Source: an optimization exercise on an open RTL-to-GDS flow (aim: small area). Production flows keep margins and buffers that such runs may drop. Only simulation tests tie the RTL to the original design; equivalence was not proved. No activity file was given, so power comes from the tool's default toggle rates.

## the baseline
## sent_tx
module sent_tx (
  input  logic                  clk,
  input  logic                  rst,
  input  logic                  cfg_vld,     
  input  sent_pkg::sent_cfg_t   cfg,         
  input  logic                  frame_vld,   
  input  sent_pkg::sent_frame_t frame,       
  output logic                  fifo_empty,  
  output logic                  fifo_full,   
  output logic                  sent         
);
  logic                  wr;
  sent_pkg::sent_cfg_t   active_cfg;
  sent_pkg::sent_frame_t cur;
  logic                  pop;
  logic                  done;
  logic                  idle;
  logic                  tick;
  sent_host_if u_host_if (
    .clk         (clk),
    .rst         (rst),
    .cfg_vld     (cfg_vld),
    .cfg         (cfg),
    .frame_vld   (frame_vld),
    .engine_idle (idle),
    .fifo_empty  (fifo_empty),
    .wr          (wr),
    .active_cfg  (active_cfg)
  );
  sent_frame_fifo u_fifo (
    .clk   (clk),
    .rst   (rst),
    .wr    (wr),
    .wdata (frame),
    .pop   (pop),
    .done  (done),
    .cur   (cur),
    .empty (fifo_empty),
  ...
Size in the first run: roughly 1,800 cells after synthesis, roughly 1,200 flip-flops, about 65 I/O pins, roughly 0.038 mm2 of cells after synthesis.
clock: 10.0 ns
lec_check: 0
abc_area: 1
cap_margin: 20
core_margin: 2
core_utilization: 50
cts_buf_list: sky130_fd_sc_hd__clkbuf_4
place_density: 0.6
slew_margin: 20
run.sh (not shown) runs the stock make flow with config.mk's settings and CLKGATE_MAP_FILE= SYNTH_SCRIPT=/design/flow/synth_recipe.tcl, a recipe that flattens the netlist after the stock synthesis.
The baseline completed every stage of the flow, and the final layout passed the timing, design-rule and antenna checks.
The following lists how the candidate was set up differently from the baseline:
- a change of PLACE_DENSITY from 0.6 to 0.8
- a deleted CTS_BUF_LIST that had been sky130_fd_sc_hd__clkbuf_4
- a change of CORE_UTILIZATION from 50 to 70
==> flow/flow/run.sh (new file) <==
#!/bin/bash
# Standard ORFS layout with two changes: port buffers use the smallest buffer cell, and
# the clock tree uses small clock buffers in tight sink clusters without dummy loads.
set -euo pipefail
CTS="-sink_clustering_enable -repair_clock_nets -dont_use_dummy_load"
CTS="$CTS -buf_list sky130_fd_sc_hd__clkbuf_4 -sink_clustering_size 10 -sink_clustering_max_diameter 40"
bash standard.sh "CTS_ARGS=$CTS" "BUFFER_PORTS_ARGS=-buffer_cell sky130_fd_sc_hd__buf_1" finish > standard_flow.log 2>&1
cp orfs/logs/*/sent_tx/base/*.log . 2>/dev/null || true
==> flow/standard.sh (new file) <==
#!/bin/bash
# synth_recipe.tcl (not shown) runs the flow's synth.tcl, then flattens the netlist and writes it again
# the make line also repeats each setting of config.mk as NAME=value (left out here)
make -C /OpenROAD-flow-scripts/flow DESIGN_CONFIG=/design/flow/config.mk WORK_HOME=/design/flow/orfs CLKGATE_MAP_FILE= SYNTH_SCRIPT=/design/flow/synth_recipe.tcl "${@:-finish}"
removed: flow/run.sh
### Flow results
- HPWL reported at the end of detailed placement went up by more than 10% going from the baseline to the candidate.
- Summary — area growth from synthesis to layout, the candidate relative to the baseline: lower, by 8.5 points.
- The lower arrival time of data at the critical path endpoint of the baseline and the candidate is in the candidate.
- The candidate against the baseline: clock network contribution to total cell area has decreased, total detailed-routing wirelength has increased, die outline area has decreased, switching share of power has increased.

The RTL this note starts from:
==> flow/design.v <==
`default_nettype none
package sent_pkg;
  typedef struct packed {
    logic [7:0] ctick_len;  
    logic [7:0] ltick_len;  
    logic       pause_en;   
    logic [9:0] pause_len;  
  } sent_cfg_t;
  typedef struct packed {
    logic [2:0]  len;     
    logic [3:0]  status;  
    logic [23:0] data;    
  } sent_frame_t;
  typedef enum logic [2:0] {
    IDLE   = 3'd0,  
    SYNC   = 3'd1,  
    STATUS = 3'd2,  
    DATA   = 3'd3,  
    CRC    = 3'd4,  
    PAUSE  = 3'd5   
  } sent_state_e;
endpackage
`default_nettype wire
`timescale 1ns/1ns
`default_nettype none
module sent_host_if (
  input  logic                clk,
  input  logic                rst,
  input  logic                cfg_vld,      
  input  sent_pkg::sent_cfg_t cfg,          
  input  logic                frame_vld,    
  input  logic                engine_idle,  
  input  logic                fifo_empty,   
  output logic                wr,           
  output sent_pkg::sent_cfg_t active_cfg    
);
  sent_pkg::sent_cfg_t cfg_pend;  
  logic                pend;      
  logic                apply;     
  assign apply = pend && engine_idle && fifo_empty;
  always_ff @(posedge clk)
  begin
    if (cfg_vld)
      cfg_pend <= cfg;  
  end
  always_ff @(posedge clk or posedge rst)
  begin
    if (rst)
      pend <= 1'b0;
    else if (cfg_vld)
      pend <= 1'b1;  
    else if (apply)
      pend <= 1'b0;
  end
  always_ff @(posedge clk or posedge rst)
  begin
    if (rst)
    begin
      active_cfg.ctick_len <= 8'd3;
      active_cfg.ltick_len <= 8'd4;
      active_cfg.pause_en  <= 1'b0;
      active_cfg.pause_len <= 10'd12;
    end
    else if (apply)
      active_cfg <= cfg_pend;
  end
  assign wr = frame_vld;
endmodule
`default_nettype wire
`timescale 1ns/1ns
`default_nettype none
module sent_frame_fifo (
  input  logic                  clk,
  input  logic                  rst,
  input  logic                  wr,       
  input  sent_pkg::sent_frame_t wdata,    
  input  logic                  pop,      
  input  logic                  done,     
  output sent_pkg::sent_frame_t cur,      
  output logic                  empty,    
  output logic                  full      
);
  localparam int DEPTH = 32;
  localparam int NST   = DEPTH + 1;  
  localparam int CW    = $clog2(DEPTH) + 1;
  logic [CW-1:0] cnt;
  logic          empty_now;
  logic          full_now;
  logic          wr_ok;
  logic          rd_ok;
  assign empty_now = (cnt == '0);
  assign full_now  = cnt[CW-1];
  assign wr_ok = wr && !full_now;
  assign rd_ok = pop && !empty_now;
  always_ff @(posedge clk or posedge rst)
  begin
    if (rst)
      cnt <= '0;
    else if (wr_ok != rd_ok)
      cnt <= rd_ok ? cnt - 1'b1 : cnt + 1'b1;
  end
  always_ff @(posedge clk or posedge rst)
  begin
    if (rst)
    begin
      empty <= 1'b1;
      full  <= 1'b0;
    end
    else
    begin
      empty <= empty_now;
      full  <= full_now;
    end
  end
  logic [NST-1:0][30:0] st;    
  logic [NST-1:0]       vld;
  logic [NST-1:0]       room;  
  logic [NST:0]         mv;    
  logic [NST-1:0]       keep;  
  assign room[0] = !vld[0] || done;
  assign mv[0]   = 1'b0;
  genvar i;
  generate
    for (i = 1; i < NST; i++)
    begin : g_room
      assign room[i] = !vld[i] || room[i-1];
      assign mv[i]   = vld[i] && room[i-1];
    end
  endgenerate
  assign mv[NST] = wr_ok;
  generate
    for (i = 0; i < NST; i++)
    begin : g_st
      logic [30:0] din;
      assign keep[i] = vld[i] && !(i == 0 ? done : mv[i]);
      assign din     = (i == NST-1) ? wdata : st[(i == NST-1) ? i : i+1];
      always_ff @(posedge clk or posedge rst)
      begin
        if (rst)
          vld[i] <= 1'b0;
        else
          vld[i] <= keep[i] || mv[i+1];
      end
      always_ff @(posedge clk)
      begin
        if (mv[i+1])
          st[i] <= din;
      end
    end
  endgenerate
  assign cur = st[0];
endmodule
`default_nettype wire
`timescale 1ns/1ns
`default_nettype none
module sent_tick_gen (
  input  logic       clk,
  input  logic       rst,
  input  logic       run,        
  input  logic [7:0] ctick_len,  
  output logic       tick        
);
  localparam int CLKS_PER_US = (10000000 / 1000000);
  localparam int PW          = $clog2(CLKS_PER_US + 1);
  localparam logic [PW-1:0] US_LAST = PW'(CLKS_PER_US - 1);
  logic [PW-1:0] us_cnt;    
  logic          us_stb;    
  logic [7:0]    tick_cnt;  
  logic [7:0]    tick_inc;
  logic          tick_last;
  assign us_stb = (us_cnt == US_LAST);
  always_ff @(posedge clk or posedge rst)
  begin
    if (rst)
      us_cnt <= '0;
    else if (us_stb)
      us_cnt <= '0;
    else
      us_cnt <= us_cnt + 1'b1;
  end
  assign tick_inc  = tick_cnt + 8'd1;
  assign tick_last = (tick_inc == ctick_len);  
  always_ff @(posedge clk or posedge rst)
  begin
    if (rst)
      tick_cnt <= 8'd0;
    else if (!run)
      tick_cnt <= 8'd0;  
    else if (us_stb)
      tick_cnt <= tick_last ? 8'd0 : tick_inc;
  end
  assign tick = run && us_stb && tick_last;
endmodule
`default_nettype wire
`timescale 1ns/1ns
`default_nettype none
module sent_frame_engine (
  input  logic                  clk,
  input  logic                  rst,
  input  logic                  tick,   
  input  sent_pkg::sent_cfg_t   cfg,    
  input  sent_pkg::sent_frame_t cur,    
  input  logic                  empty,  
  output logic                  pop,    
  output logic                  done,   
  output logic                  idle,   
  output logic                  sent    
);
  function automatic logic [3:0] crc4_x4(input logic [3:0] crc_in);
    logic [3:0] r;
    int         i;
    r = crc_in;
    for (i = 0; i < 4; i++)
    begin
      if (r[3])
        r = {r[2:0], 1'b0} ^ 4'b1101;
      else
        r = {r[2:0], 1'b0};
    end
    crc4_x4 = r;
  endfunction
  sent_pkg::sent_state_e state;
  logic [9:0] tick_cnt;  
  logic [9:0] tick_inc;
  logic [2:0] nib_cnt;   
  logic [3:0] crc;       
  logic       pulse_end;    
  logic       start_frame;  
  logic [3:0] data_nib;     
  logic [3:0] crc_x4;       
  logic [3:0] nib;          
  logic [9:0] pulse_len;    
  always_comb
  begin
    case (nib_cnt)
      3'd1:    data_nib = cur.data[23:20];
      3'd2:    data_nib = cur.data[19:16];
      3'd3:    data_nib = cur.data[15:12];
      3'd4:    data_nib = cur.data[11:8];
      3'd5:    data_nib = cur.data[7:4];
      3'd6:    data_nib = cur.data[3:0];
      default: data_nib = 4'd0;
    endcase
  end
  assign crc_x4 = crc4_x4(crc);
  always_comb
  begin
    case (state)
      sent_pkg::STATUS: nib = cur.status;
      sent_pkg::DATA:   nib = data_nib;
      default:          nib = crc_x4;
    endcase
  end
  always_comb
  begin
    case (state)
      sent_pkg::SYNC:  pulse_len = 10'(56);
      sent_pkg::PAUSE: pulse_len = cfg.pause_len;
      default:         pulse_len = 10'(12) + {6'd0, nib};
    endcase
  end
  assign tick_inc  = tick_cnt + 10'd1;
  assign pulse_end = tick && (tick_inc == pulse_len);
  assign done      = pulse_end &&
                     ((state == sent_pkg::CRC && !cfg.pause_en) ||
                      state == sent_pkg::PAUSE);
  assign start_frame = !empty && (state == sent_pkg::IDLE || done);
  assign pop         = start_frame;
  assign idle        = (state == sent_pkg::IDLE);
  always_ff @(posedge clk or posedge rst)
  begin
    if (rst)
    begin
      state    <= sent_pkg::IDLE;
      tick_cnt <= 10'd0;
      nib_cnt  <= 3'd0;
      crc      <= 4'b0101;
    end
    else if (start_frame)
    begin
      state    <= sent_pkg::SYNC;
      tick_cnt <= 10'd0;
      nib_cnt  <= 3'd0;
      crc      <= 4'b0101;  
    end
    else if (pulse_end)
    begin
      tick_cnt <= 10'd0;
      case (state)
        sent_pkg::SYNC:
          state <= sent_pkg::STATUS;
        sent_pkg::STATUS:
        begin
          state   <= sent_pkg::DATA;
          nib_cnt <= 3'd1;
        end
        sent_pkg::DATA:
        begin
          crc <= crc_x4 ^ data_nib;
          if (nib_cnt >= cur.len)
            state <= sent_pkg::CRC;
          else
            nib_cnt <= nib_cnt + 3'd1;
        end
        sent_pkg::CRC:
        begin
          if (cfg.pause_en)
            state <= sent_pkg::PAUSE;
          else
            state <= sent_pkg::IDLE;  
        end
        default:
          state <= sent_pkg::IDLE;  
      endcase
    end
    else if (tick)
      tick_cnt <= tick_inc;
  end
  always_ff @(posedge clk or posedge rst)
  begin
    if (rst)
      sent <= 1'b1;
    else
      sent <= !(state != sent_pkg::IDLE && tick_cnt < {2'd0, cfg.ltick_len});
  end
endmodule
`default_nettype wire
`timescale 1ns/1ns
`default_nettype none
module sent_tx (
  input  logic                  clk,
  input  logic                  rst,
  input  logic                  cfg_vld,     
  input  sent_pkg::sent_cfg_t   cfg,         
  input  logic                  frame_vld,   
  input  sent_pkg::sent_frame_t frame,       
  output logic                  fifo_empty,  
  output logic                  fifo_full,   
  output logic                  sent         
);
  logic                  wr;
  sent_pkg::sent_cfg_t   active_cfg;
  sent_pkg::sent_frame_t cur;
  logic                  pop;
  logic                  done;
  logic                  idle;
  logic                  tick;
  sent_host_if u_host_if (
    .clk         (clk),
    .rst         (rst),
    .cfg_vld     (cfg_vld),
    .cfg         (cfg),
    .frame_vld   (frame_vld),
    .engine_idle (idle),
    .fifo_empty  (fifo_empty),
    .wr          (wr),
    .active_cfg  (active_cfg)
  );
  sent_frame_fifo u_fifo (
    .clk   (clk),
    .rst   (rst),
    .wr    (wr),
    .wdata (frame),
    .pop   (pop),
    .done  (done),
    .cur   (cur),
    .empty (fifo_empty),
    .full  (fifo_full)
  );
  sent_tick_gen u_tick_gen (
    .clk       (clk),
    .rst       (rst),
    .run       (!idle),
    .ctick_len (active_cfg.ctick_len),
    .tick      (tick)
  );
  sent_frame_engine u_engine (
    .clk   (clk),
    .rst   (rst),
    .tick  (tick),
    .cfg   (active_cfg),
    .cur   (cur),
    .empty (fifo_empty),
    .pop   (pop),
    .done  (done),
    .idle  (idle),
    .sent  (sent)
  );
endmodule
`default_nettype wire
Settings: LEC_CHECK=0, ABC_AREA=1, CAP_MARGIN=20, CORE_MARGIN=2, CORE_UTILIZATION=50, CTS_BUF_LIST=sky130_fd_sc_hd__clkbuf_2 sky130_fd_sc_hd__clkbuf_4 sky130_fd_sc_hd__clkbuf_8, CTS_CLUSTER_SIZE=30, PLACE_DENSITY=0.6, SLEW_MARGIN=20; clock period 10.0 ns.
Stock flow here: none of the scripts above is used.
The first run completed with no timing, DRC or antenna violations.
==> next run, changes <==
==> flow/flow/run.sh (new file) <==
#!/bin/bash
# Standard ORFS layout with two changes: port buffers use the smallest buffer cell, and
# the clock tree uses small clock buffers in tight sink clusters without dummy loads.
set -euo pipefail
CTS="-sink_clustering_enable -repair_clock_nets -dont_use_dummy_load"
CTS="$CTS -buf_list sky130_fd_sc_hd__clkbuf_8 -sink_clustering_size 20 -sink_clustering_max_diameter 40"
bash standard.sh "CTS_ARGS=$CTS" "BUFFER_PORTS_ARGS=-buffer_cell sky130_fd_sc_hd__buf_1" finish > standard_flow.log 2>&1
cp orfs/logs/*/sent_tx/base/*.log . 2>/dev/null || true
==> flow/standard.sh (new file) <==
#!/bin/bash
# synth_recipe.tcl (not shown) runs the flow's synth.tcl, then flattens the netlist and writes it again
# the make line also repeats each setting of config.mk as NAME=value (left out here)
make -C /OpenROAD-flow-scripts/flow DESIGN_CONFIG=/design/flow/config.mk WORK_HOME=/design/flow/orfs CLKGATE_MAP_FILE= SYNTH_SCRIPT=/design/flow/synth_recipe.tcl "${@:-finish}"
Settings changed: CORE_UTILIZATION 50 to 70, CTS_BUF_LIST sky130_fd_sc_hd__clkbuf_2 sky130_fd_sc_hd__clkbuf_4 sky130_fd_sc_hd__clkbuf_8 to default, CTS_CLUSTER_SIZE 30 to default, PLACE_DENSITY 0.6 to 0.8.
removed: flow/run.sh
The changed run finished clean.
Maximum frequency fell by about 0.7%.
Power is lower by 12%.
Die area fell by 28%.
Cell area is lower by about 6%.
Via count is lower by about 3.2%.
Global-route usage is higher by 6.5 points.
Non-clock buffer count decreases by 6.
Area after synthesis stays the same.
==> next run, changes <==
--- a/flow/flow/run.sh
+++ b/flow/flow/run.sh
@@ -5,3 +5,3 @@
 CTS="-sink_clustering_enable -repair_clock_nets -dont_use_dummy_load"
-CTS="$CTS -buf_list sky130_fd_sc_hd__clkbuf_8 -sink_clustering_size 20 -sink_clustering_max_diameter 40"
+CTS="$CTS -buf_list sky130_fd_sc_hd__clkbuf_4 -sink_clustering_size 10 -sink_clustering_max_diameter 40"
 bash standard.sh "CTS_ARGS=$CTS" "BUFFER_PORTS_ARGS=-buffer_cell sky130_fd_sc_hd__buf_1" finish > standard_flow.log 2>&1
Settings changed: CORE_UTILIZATION 70 to 50, PLACE_DENSITY 0.8 to 0.6.
Effect:
- The changed run produced a clean layout
- wire length drops by 13%
- global-route usage drops by 6.9 points
- flip-flop and latch count is unchanged
- setup slack got worse by 0.71 ns
- non-clock buffer count climbs by 10
- clock skew climbs by 0.0054 ns
- hold slack improved by 0.044 ns
- design area hardly moves
- cell count climbs by 12%

[port drivers added, routing unchanged]
How much do the figures lean on ideal ports? The routed layouts below were timed once more, with nothing changed but the port constraints.
Step 1, drivers: a clkbuf_16 drives clk and a buf_2 each remaining input, both assumed.
Step 2 adds t to the input delays and takes it off the output delays; t is the mean of the earliest and latest rising clock arrival at the registers after step 1. Input paths then give back, and output paths get back, about the clock's delay inside the block.
a / b / c = no drivers / after step 1 / after step 2; a / b = the first two.
run | shift t [ns] | slack for setup (ns) | worst hold slack (ns) | worst slew at a driven data input, ns
the baseline | 1.071 | 3.966 / 3.966 / 3.966 | 0.349 / 0.349 / 0.349 | 0.04
the candidate | 1.018 | 3.945 / 3.945 / 3.945 | 0.362 / 0.362 / 0.362 | 0.04
the first run of note 2 | 0.828 | 3.964 / 3.964 / 3.964 | 0.395 / 0.395 / 0.395 | 0.04
the second run of note 2 | 0.737 | 3.923 / 3.923 / 3.923 | 0.336 / 0.336 / 0.336 | 0.04
the third run of note 2 | 0.987 | 3.211 / 3.211 / 3.211 | 0.380 / 0.380 / 0.380 | 0.04
After both steps setup and hold are still met in every run listed.
